Context: an optimization exercise on an open-source flow, tuned for small area, a short achievable clock period and few clock cycles per item. The choices shown serve that exercise and are no tape-out recipe. The RTL was checked by simulation tests, not by an equivalence proof against the original design.

## adaptive_step_length_controller
module adaptive_step_length_controller (
    input  logic                             aclk,
    input  logic                             aresetn,
    input  logic                             s_tvalid,
    output logic                             s_tready,
    input  logic [aslc_pkg::S_TDATA_W-1:0]   s_tdata,
    input  logic                             s_tuser,
    output logic                             m_tvalid,
    input  logic                             m_tready,
    output logic [aslc_pkg::M_TDATA_W-1:0]   m_tdata,
    output logic                             m_tlast,
    input  logic                             cfg_valid,
    output logic                             cfg_ready,
    input  logic [aslc_pkg::CFG_IDX_W-1:0]   cfg_index,
    input  logic [aslc_pkg::CFG_DATA_W-1:0]  cfg_data
);
clock: 18.0 ns
lec_check: 0
cap_margin: 20
core_margin: 2
core_utilization: 55
slew_margin: 20
standard.sh (not shown) runs the stock make flow with config.mk's settings and CLKGATE_MAP_FILE= SYNTH_SCRIPT=/design/flow/synth_recipe.tcl, a recipe that flattens the netlist after the stock synthesis.
==> flow/flow/run.sh <==
#!/bin/bash
# The standard layout (the standard.sh, standard synthesis included), with
# two changes: the buffers that placement puts on every input and output port
# are sky130_fd_sc_hd__buf_2 instead of the resizer's default choice, and
# timing repair aims for 10 ns of setup slack at the design's clock period.
set -euo pipefail
bash standard.sh 'BUFFER_PORTS_ARGS=-buffer_cell sky130_fd_sc_hd__buf_2' SETUP_SLACK_MARGIN=10 finish > standard_flow.log 2>&1
Testbench counts at the start, summed over its fixed seeds: cycles 8,582, items 8,246.
Next try:
--- a/flow/design.v
+++ b/flow/design.v
@@ -1166,42 +1166,36 @@
         bk_add[32] = gg[31];
     endfunction
     logic [31:0]       c_floor, c_ceil, c_thr;
     logic [15:0]       c_rise, c_drop, c_iter;
     logic [46:0]       c_eps;
     logic signed [8:0] c_streak;
     assign cfg_ready = 1'b1;
-    localparam logic [46:0] RV_FLOOR  = 47'(RST_MIN_LENGTH);
-    localparam logic [46:0] RV_CEIL   = 47'(RST_MAX_LENGTH);
-    localparam logic [46:0] RV_RISE   = 47'(RST_RISE_FACTOR);
-    localparam logic [46:0] RV_DROP   = 47'(RST_DROP_FACTOR);
-    localparam logic [46:0] RV_STREAK = 47'(9'h1FF);
-    localparam logic [46:0] RV_ITER   = 47'(RST_MAX_ITER);
-    logic [46:0] wd0, wd1;
-    logic [7:0]  cfg_we;
-    assign wd0 = cfg_data & {47{aresetn}};       
-    assign wd1 = cfg_data | {47{!aresetn}};      
-    always_comb begin
-        for (int k = 0; k < 8; k++) begin
-            cfg_we[k] = !aresetn || (cfg_valid && cfg_index == 3'(k));
-        end
-    end
-    function automatic logic [46:0] wsel(input logic [46:0] rv, input logic [46:0] d0,
-                                         input logic [46:0] d1);
-        wsel = (d0 & ~rv) | (d1 & rv);
-    endfunction
     always_ff @(posedge aclk) begin
-        if (cfg_we[0]) c_floor  <= wsel(RV_FLOOR, wd0, wd1);
-        if (cfg_we[1]) c_ceil   <= wsel(RV_CEIL, wd0, wd1);
-        if (cfg_we[2]) c_rise   <= wsel(RV_RISE, wd0, wd1);
-        if (cfg_we[3]) c_drop   <= wsel(RV_DROP, wd0, wd1);
-        if (cfg_we[4]) c_eps    <= wd0;
-        if (cfg_we[5]) c_thr    <= wd0;
-        if (cfg_we[6]) c_streak <= $signed(wsel(RV_STREAK, wd0, wd1));
-        if (cfg_we[7]) c_iter   <= wsel(RV_ITER, wd0, wd1);
+        if (!aresetn) begin
+            c_floor  <= RST_MIN_LENGTH;
+            c_ceil   <= RST_MAX_LENGTH;
+            c_rise   <= RST_RISE_FACTOR;
+            c_drop   <= RST_DROP_FACTOR;
+            c_eps    <= RST_EPSILON;
+            c_thr    <= RST_CHANGE_THR;
+            c_streak <= STREAK_NONE;
+            c_iter   <= RST_MAX_ITER;
+        end else if (cfg_valid) begin
+            case (cfg_index)
+                3'd0: c_floor  <= cfg_data[31:0];
+                3'd1: c_ceil   <= cfg_data[31:0];
+                3'd2: c_rise   <= cfg_data[15:0];
+                3'd3: c_drop   <= cfg_data[15:0];
+                3'd4: c_eps    <= cfg_data[46:0];
+                3'd5: c_thr    <= cfg_data[31:0];
+                3'd6: c_streak <= $signed(cfg_data[8:0]);
+                3'd7: c_iter   <= cfg_data[15:0];
+            endcase
+        end
     end
     logic [31:0]        st_len;
     logic [31:0]        st_total;
     logic [47:0]        st_acc;
     logic signed [8:0]  st_streak;
     logic [15:0]        st_iter;
     logic               st_active, st_desc, st_strict, st_tot;
After rerunning: The changed run completed without violations; synthesized area went up by about 1.2%; utilization went down by 0.53 points; worst setup slack improves by 0.033 ns; worst hold slack degrades by 0.016 ns; clock skew went down by 0.024 ns; global-route usage went down by 3.4 points; clock-buffer cell count went up by 5; routed wire length went down by about 6%; maximum frequency went up by about 0.43%; non-clock buffer count went down by 5; cell area went up by about 0.7%.
Testbench counts after the change, summed over its fixed seeds: cycles 8,582, items 8,246.

[afterwards: timing with drivers on the ports]
The results above use ideal ports. As a check the final layouts listed here were re-extracted and re-timed, cells and wires unchanged.
Step 1 (the two cells are an assumption about what drives the block):
set clk [get_ports {aclk}]
set_driving_cell -lib_cell sky130_fd_sc_hd__clkbuf_16 $clk
set_driving_cell -lib_cell sky130_fd_sc_hd__buf_2 [delete_from_list [all_inputs] $clk]
Step 2 times the ports against the registers' clock, not the clock port: input delays grow and output delays shrink by t, the midpoint of the rising clock arrivals with the driver on.
Slacks: ideal / step 1 / step 2; pairs: ideal / step 1.
| run | shift t [ns] | setup WS [ns] | latest minus earliest clock arrival (ns) |
|---|---|---|---|
| the first run | 0.756 | 10.148 / 10.148 / 10.148 | 0.049 / 0.050 |
| the second run | 0.747 | 10.181 / 10.157 / 10.157 | 0.024 / 0.024 |
After both steps every run listed still meets setup and hold. The setup slack of the second run, which loses most, moves by -0.024 ns with the drivers and by -0.024 ns with both steps.
